What follows belongs to an exercise in optimizing a design on an open flow for small area, a short achievable clock period and few clock cycles; a production flow would make more cautious choices.
In this exercise RTL edits were held to simulation tests only and were not proved equivalent to the original.
Power and IR drop assume default switching activity.

$ cat design/flow/design.v
package sao_pkg;
  localparam int N_PIX     = 4;
  localparam int N_EO_TYPE = 4;
  localparam int DIFF_LEN  = 9;
  localparam int CNT_LEN   = 13;
  localparam int SUM_LEN   = 21;
  typedef enum logic [1:0] {EO_HOR, EO_VER, EO_135, EO_45} eo_type_e;
  localparam logic [2:0] SAO_CAT_NONE = 3'd0;
  localparam logic [2:0] SAO_CAT_1    = 3'd1;
  localparam logic [2:0] SAO_CAT_2    = 3'd2;
  localparam logic [2:0] SAO_CAT_3    = 3'd3;
  localparam logic [2:0] SAO_CAT_4    = 3'd4;
  typedef logic        [CNT_LEN-1:0] stat_cnt_t;
  typedef logic signed [SUM_LEN-1:0] stat_sum_t;
  typedef enum logic [1:0] {ST_IDLE, ST_ACC, ST_FLUSH, ST_DONE} acc_state_e;
endpackage
module sao_blk_cat_sum
#(
  parameter int n_pix    = sao_pkg::N_PIX,
  parameter int diff_len = sao_pkg::DIFF_LEN
) (
  input  logic [n_pix-1:0][2:0]          cat,
  input  logic [n_pix-1:0][diff_len-1:0] diff,
  input  logic [n_pix-1:0]               pmask,
  output logic [3:0][2:0]                bcnt,
  output logic [3:0][diff_len+1:0]       bsum
);
  always_comb begin
    bcnt = '0;
    bsum = '0;
    for (int c = 0; c < 4; c++) begin
      for (int p = 0; p < n_pix; p++) begin
        if (pmask[p] && (cat[p] == sao_pkg::SAO_CAT_1 + 3'(c))) begin
          bcnt[c] = bcnt[c] + 3'd1;
          bsum[c] = bsum[c] + {{2{diff[p][diff_len-1]}}, diff[p]};
        end
      end
    end
  end
endmodule
module sao_eo_stat_acc
#(
  parameter int n_pix     = sao_pkg::N_PIX,
  parameter int n_eo_type = sao_pkg::N_EO_TYPE,
  parameter int diff_len  = sao_pkg::DIFF_LEN,
  parameter int cnt_len   = sao_pkg::CNT_LEN,
  parameter int sum_len   = sao_pkg::SUM_LEN
) (
  input  logic                                  clk,
  input  logic                                  arst_n,
  input  logic                                  start,
  input  logic                                  in_valid,
  output logic                                  in_ready,
  input  logic                                  in_last,
  input  logic [n_eo_type-1:0][n_pix-1:0][2:0]  in_cat,
  input  logic [n_pix-1:0][diff_len-1:0]        in_diff,
  input  logic [n_eo_type-1:0][n_pix-1:0]       b_use,
  output logic                                  stat_valid,
  input  logic                                  stat_ready,
  output logic [n_eo_type-1:0][3:0][cnt_len-1:0] stat_cnt,
  output logic [n_eo_type-1:0][3:0][sum_len-1:0] stat_sum
);
  localparam int bsum_len = diff_len + 2;
  sao_pkg::acc_state_e state, state_nxt;
  logic       accept;
  logic       s1_vld;
  logic [n_eo_type-1:0][3:0][2:0]          bcnt, s1_cnt;
  logic [n_eo_type-1:0][3:0][bsum_len-1:0] bsum, s1_sum;
  assign in_ready   = (state == sao_pkg::ST_ACC);
  assign stat_valid = (state == sao_pkg::ST_DONE);
  assign accept     = in_valid && in_ready && !start;
  for (genvar t = 0; t < n_eo_type; t++) begin : g_type
    sao_blk_cat_sum #(
      .n_pix    (n_pix),
      .diff_len (diff_len)
    ) u_cat_sum (
      .cat   (in_cat[t]),
      .diff  (in_diff),
      .pmask (b_use[t]),
      .bcnt  (bcnt[t]),
      .bsum  (bsum[t])
    );
  end
  always_ff @(posedge clk or negedge arst_n) begin
    if (!arst_n) state <= sao_pkg::ST_IDLE;
    else         state <= state_nxt;
  end
  always_comb begin
    state_nxt = state;
    if (start) begin
      state_nxt = sao_pkg::ST_ACC;
    end else begin
      case (state)
        sao_pkg::ST_ACC:   if (accept && in_last) state_nxt = sao_pkg::ST_FLUSH;
        sao_pkg::ST_FLUSH: state_nxt = sao_pkg::ST_DONE;
        sao_pkg::ST_DONE:  if (stat_ready) state_nxt = sao_pkg::ST_IDLE;
        default:  state_nxt = state;
      endcase
    end
  end
  always_ff @(posedge clk or negedge arst_n) begin
    if (!arst_n) begin
      s1_vld <= 1'b0;
      s1_cnt <= '0;
      s1_sum <= '0;
    end else begin
      s1_vld <= accept;
      if (accept) begin
        s1_cnt <= bcnt;
        s1_sum <= bsum;
      end
    end
  end
  always_ff @(posedge clk or negedge arst_n) begin
    if (!arst_n) begin
      stat_cnt <= '0;
      stat_sum <= '0;
    end else if (start) begin
      stat_cnt <= '0;
      stat_sum <= '0;
    end else if (s1_vld) begin
      for (int t = 0; t < n_eo_type; t++) begin
        for (int c = 0; c < 4; c++) begin
          stat_cnt[t][c] <= stat_cnt[t][c] + {{(cnt_len-3){1'b0}}, s1_cnt[t][c]};
          stat_sum[t][c] <= stat_sum[t][c] +
                            {{(sum_len-bsum_len){s1_sum[t][c][bsum_len-1]}}, s1_sum[t][c]};
        end
      end
    end
  end
endmodule
$ cat design/flow/run.sh
#!/bin/bash
# synth_recipe.tcl (not shown) runs the flow's synth.tcl, then flattens the netlist and writes it again
# the make line also repeats each setting of config.mk as NAME=value (left out here)
make -C /OpenROAD-flow-scripts/flow DESIGN_CONFIG=/design/flow/config.mk WORK_HOME=/design/flow/orfs CLKGATE_MAP_FILE= SYNTH_SCRIPT=/design/flow/synth_recipe.tcl finish
$ cat design/flow/config.mk
export PLATFORM = sky130hd
export DESIGN_NAME = sao_eo_stat_acc
export DESIGN_NICKNAME = sao_eo_stat_acc
export VERILOG_FILES = /design/flow/design.v
export SDC_FILE = /design/flow/constraint.sdc
export NUM_CORES = 4
export LEC_CHECK = 0
export CAP_MARGIN = 20
export CORE_MARGIN = 2
export CORE_UTILIZATION = 40
export SLEW_MARGIN = 20
$ cat design/flow/constraint.sdc
create_clock -name core_clock -period 7.5 [get_ports {clk}]
set_input_delay 1.5000 -clock core_clock [delete_from_list [all_inputs] [get_ports {clk}]]
set_output_delay 1.5000 -clock core_clock [all_outputs]
set_load 0.01 [all_outputs]
==> summary.txt <==
area by class of cell:
type | instances | area [um2] | area share, %
clock buffers | 139 | 2900 | 3.28
well taps | 2480 | 3100 | 3.51
multi-input cells | 7629 | 52700 | 59.6
inverters | 257 | 972 | 1.10
repair buffers | 929 | 8710 | 9.85
diodes | 10 | 25.0 | 0.0283
flip-flops and latches | 771 | 19300 | 21.8
clock inverters | 48 | 768 | 0.869
power groups by stage:
| stage | sequential [mW] | combinational (mW) | clock, mW |
|---|---|---|---|
| after global routing | 4.96 | 4.44 | 5.66 |
| after CTS | 4.92 | 4.02 | 5.50 |
| final | 4.94 | 4.05 | 5.38 |
| after global placement | 4.99 | 3.92 | 0 |
| after detailed placement | 5.00 | 4.00 | 0 |
| after floorplan | 4.80 | 2.60 | 0 |
worst min path at each step:
stage                       startpoint  cells past startpoint  slack, ns                       to
2_1_floorplan  s1_sum[151]$_DFFE_PN0P_                      2       0.45  s1_sum[151]$_DFFE_PN0P_
3_3_place_gp   s1_sum[132]$_DFFE_PN0P_                      2       0.47  s1_sum[132]$_DFFE_PN0P_
3_5_place_dp    s1_sum[68]$_DFFE_PN0P_                      2       0.48   s1_sum[68]$_DFFE_PN0P_
4_1_cts         s1_sum[68]$_DFFE_PN0P_                      2       0.49   s1_sum[68]$_DFFE_PN0P_
5_1_grt        s1_sum[132]$_DFFE_PN0P_                      2       0.52  s1_sum[132]$_DFFE_PN0P_
6_report        s1_sum[68]$_DFFE_PN0P_                      2       0.49   s1_sum[68]$_DFFE_PN0P_
per-stage QoR:
stage	cell area (um2)	hold WS (ns)
after floorplan	74200	0.450
after global placement	84700	0.473
after detailed placement	84700	0.478
after CTS	88400	0.491
after global routing	88400	0.517
final	88400	0.486
metal layers:
metal	track usage, %	share of wire (%)	vias up
met3	3.65	6.8	464
met5	0	0.024	-
met4	11.9	4.7	10
li1	-	-	33800
met1	42.0	47	34500
met2	42.4	41	2479
kinds of logic after synthesis:
logic type,after synthesis,share of synthesized area [%]
buffers and inverters,622,3.27
DFF,771,26.0
muxes,329,4.57
AOI/OAI and AO/OA,2478,21.1
and+or+nand+nor,3041,18.7
xor gates and xnor gates,853,10.2
adders and majority gates,928,16.2
registers in the layout, summed over array words and instances (netlist names):
name,cells
s1_cnt,48
stat_cnt,208
state,2
s1_vld,1
s1_sum,176
stat_sum,336
tightest hold or removal path, stage by stage, from the launching register on:
cell	delay (ns)
dfrtp_1	0.34
nand2_1	0.05
o21ai_0	0.06
placed cells by master, fill, tap and decap left out, drive strengths merged, types with 46 or more instances in the layout:
master | Yosys | routed
fa | 64 | 64
o21ai | 642 | 642
o21a | 63 | 63
a22oi | 46 | 46
a31oi | 127 | 127
clkdlybuf4s50 | 0 | 634
inv | 250 | 254
mux2 | 77 | 77
mux2i | 252 | 252
a211oi | 84 | 84
clkbuf | 265 | 139
nand2 | 912 | 912
dfrtp | 771 | 771
a21o | 258 | 258
o211ai | 82 | 82
nand2b | 84 | 84
nor2 | 1067 | 1067
o31ai | 57 | 57
o21bai | 47 | 47
ha | 848 | 848
nor2b | 91 | 91
and2 | 87 | 87
a21oi | 715 | 715
nand3 | 217 | 217
xor2 | 198 | 198
buf | 100 | 295
or3 | 130 | 130
nor3 | 172 | 172
and3 | 115 | 115
xnor2 | 650 | 650
==> summary.txt <==
CTS clk-pin slew, worst paths 0.06 ns; Post-Syn Area per Cell 8.23 um2; Initial Util 40.2%; Fin. Hold Viols 0; Final WS setup 0.435 ns; f_max 0.142 GHz; Die Wd 435 um; Sw Ratio 34.3%; share of cells above drive strength 1 6.79%; Netlist Area Pre-Place 0.0742 mm2; dpl cells 12100; total CTS buffers 100; via count 71300; CP Capture Point s1_sum[164]$_DFFE_PN0P_; Post-CTS Hold Fix Bufs 0; Layout Area Growth over Synthesis 19.2%; max-slew violations 0; DRC viols 0; TritonCTS clock tree done; post-synthesis sequential area ratio 26.0%; WP depth 26; die height 435 um; DP HPWL 219000 um; start point of the critical path in_cat[38]; Top FF cell, synth dfrtp_1; Post-Layout Cell Count 12300; initial antenna violation count 33; Post-CTS Setup Bufs 0; Skew-Pair Late Insertion Delay 0.75 ns; worst reg2reg startpoint stat_sum[231]$_DFFE_PN0P_; largest cells by area after synthesis dfrtp_1 26%, ha_1 14%, xnor2_1 7.7%, nor2_1 5.4%, a21oi_1 4.8%; largest net degree at the start of global routing 162; Rows 158; clk sinks 771; overall routing resource usage 28.7%; global-route wire length before repair 419000 um; Syn Nets 10000; outcome complete, no violations; CP bufs+invs 4; Worst R2R Setup Slack 3.79 ns; Gate Count Post-Synth 9022; R2R depth 11; fin crit share 94.2%; post-synth top area share 26.0%; gp weighted congestion 0.941; Synth cell types 104; CP delay by family, top compound AO/OA/AOI/OAI gates; remaining global-route overflow 0; leading area contributor after synthesis dfrtp_1; worst relative slew slack 22.8%; IO Count 652; CP max stage delay 0.56 ns; I/O Buffers 651; sequential share of power 34.4%; Ys Warns 2; Pwr Total 14.4 mW; Die Area 0.189 mm2; Clk pwr share 37.4%; Setup Skew 0.0546 ns; clk buf depth 3; Net count, final 10700; cts repair resizes 0; number of enable flip-flop cells after synthesis 0; max_cap viols 0; CP max FO 8; crit start category input pin; crit path DAT 7.62 ns; crit path capture type flop; CP max stage cell o31ai_1; Post-Place Setup Slack -0.0566 ns; H-Tree Level Count 3; commonest cells in the netlist 1067 x nor2_1, 912 x nand2_1, 848 x ha_1, 771 x dfrtp_1, 715 x a21oi_1; mean routed wirelength per cell 23.0 um; minimum clock period 7.07 ns; CTS Root Buffer Type clkbuf_16; RSZ-0062 raised after global routing false; Worst path most repeated cell ha_1; vias in the first global route 65800; CP required 8.05 ns; combinational fraction of design power 28.2%; Avg Vias per Cell 5.81; P_int 9.43 mW; ANT nets after route 0; leakage 40.8 nW; Crit Path Class in2reg; Worst Tran Pin Value 1.15 ns; worst r2r dst stat_sum[247]$_DFFE_PN0P_; Worst Hold Class reg2reg; switching power total 4.93 mW; Core Util, Final 47.8%; initial DRC count 5943; Total Wirelength 282000 um; most common cell in the netlist nor2_1; core area 0.185 mm2; Filler cells 17800; Max VDD drop 0.000194 V; total negative slack 0 ns; #FFs+latches synth 771; Pre-antenna DRT Iters 6; final setup vio count 0; Cell Pwr Density 162 mW/mm2; asr flop ratio synth 100%
Testbench counts, summed over its fixed seeds: cycles 19,688.

what the ideal ports hide:
The flow's constraints put no driver on any port. The routed layout listed below was extracted and timed again, unchanged, in two steps. Step 1, drivers: a clkbuf_16 drives clk and a buf_2 each remaining input, both assumed. Step 2 times the ports against the registers' clock, not the clock port: input delays grow and output delays shrink by t, the midpoint of the rising clock arrivals with the driver on. Three values: ideal ports, drivers, drivers and shift; two values: the first two.
shift t [ns]: 0.817
setup WS [ns]: 0.435 / 0.492 / -0.324
hold WS [ns]: 0.486 / 0.486 / 0.486
worst slew at a driven data input, ns: 0.20
Met with ideal ports but missed after step 2: setup timing in this run. The setup slack of this run moves by +0.057 ns with the drivers and by -0.759 ns with both steps.
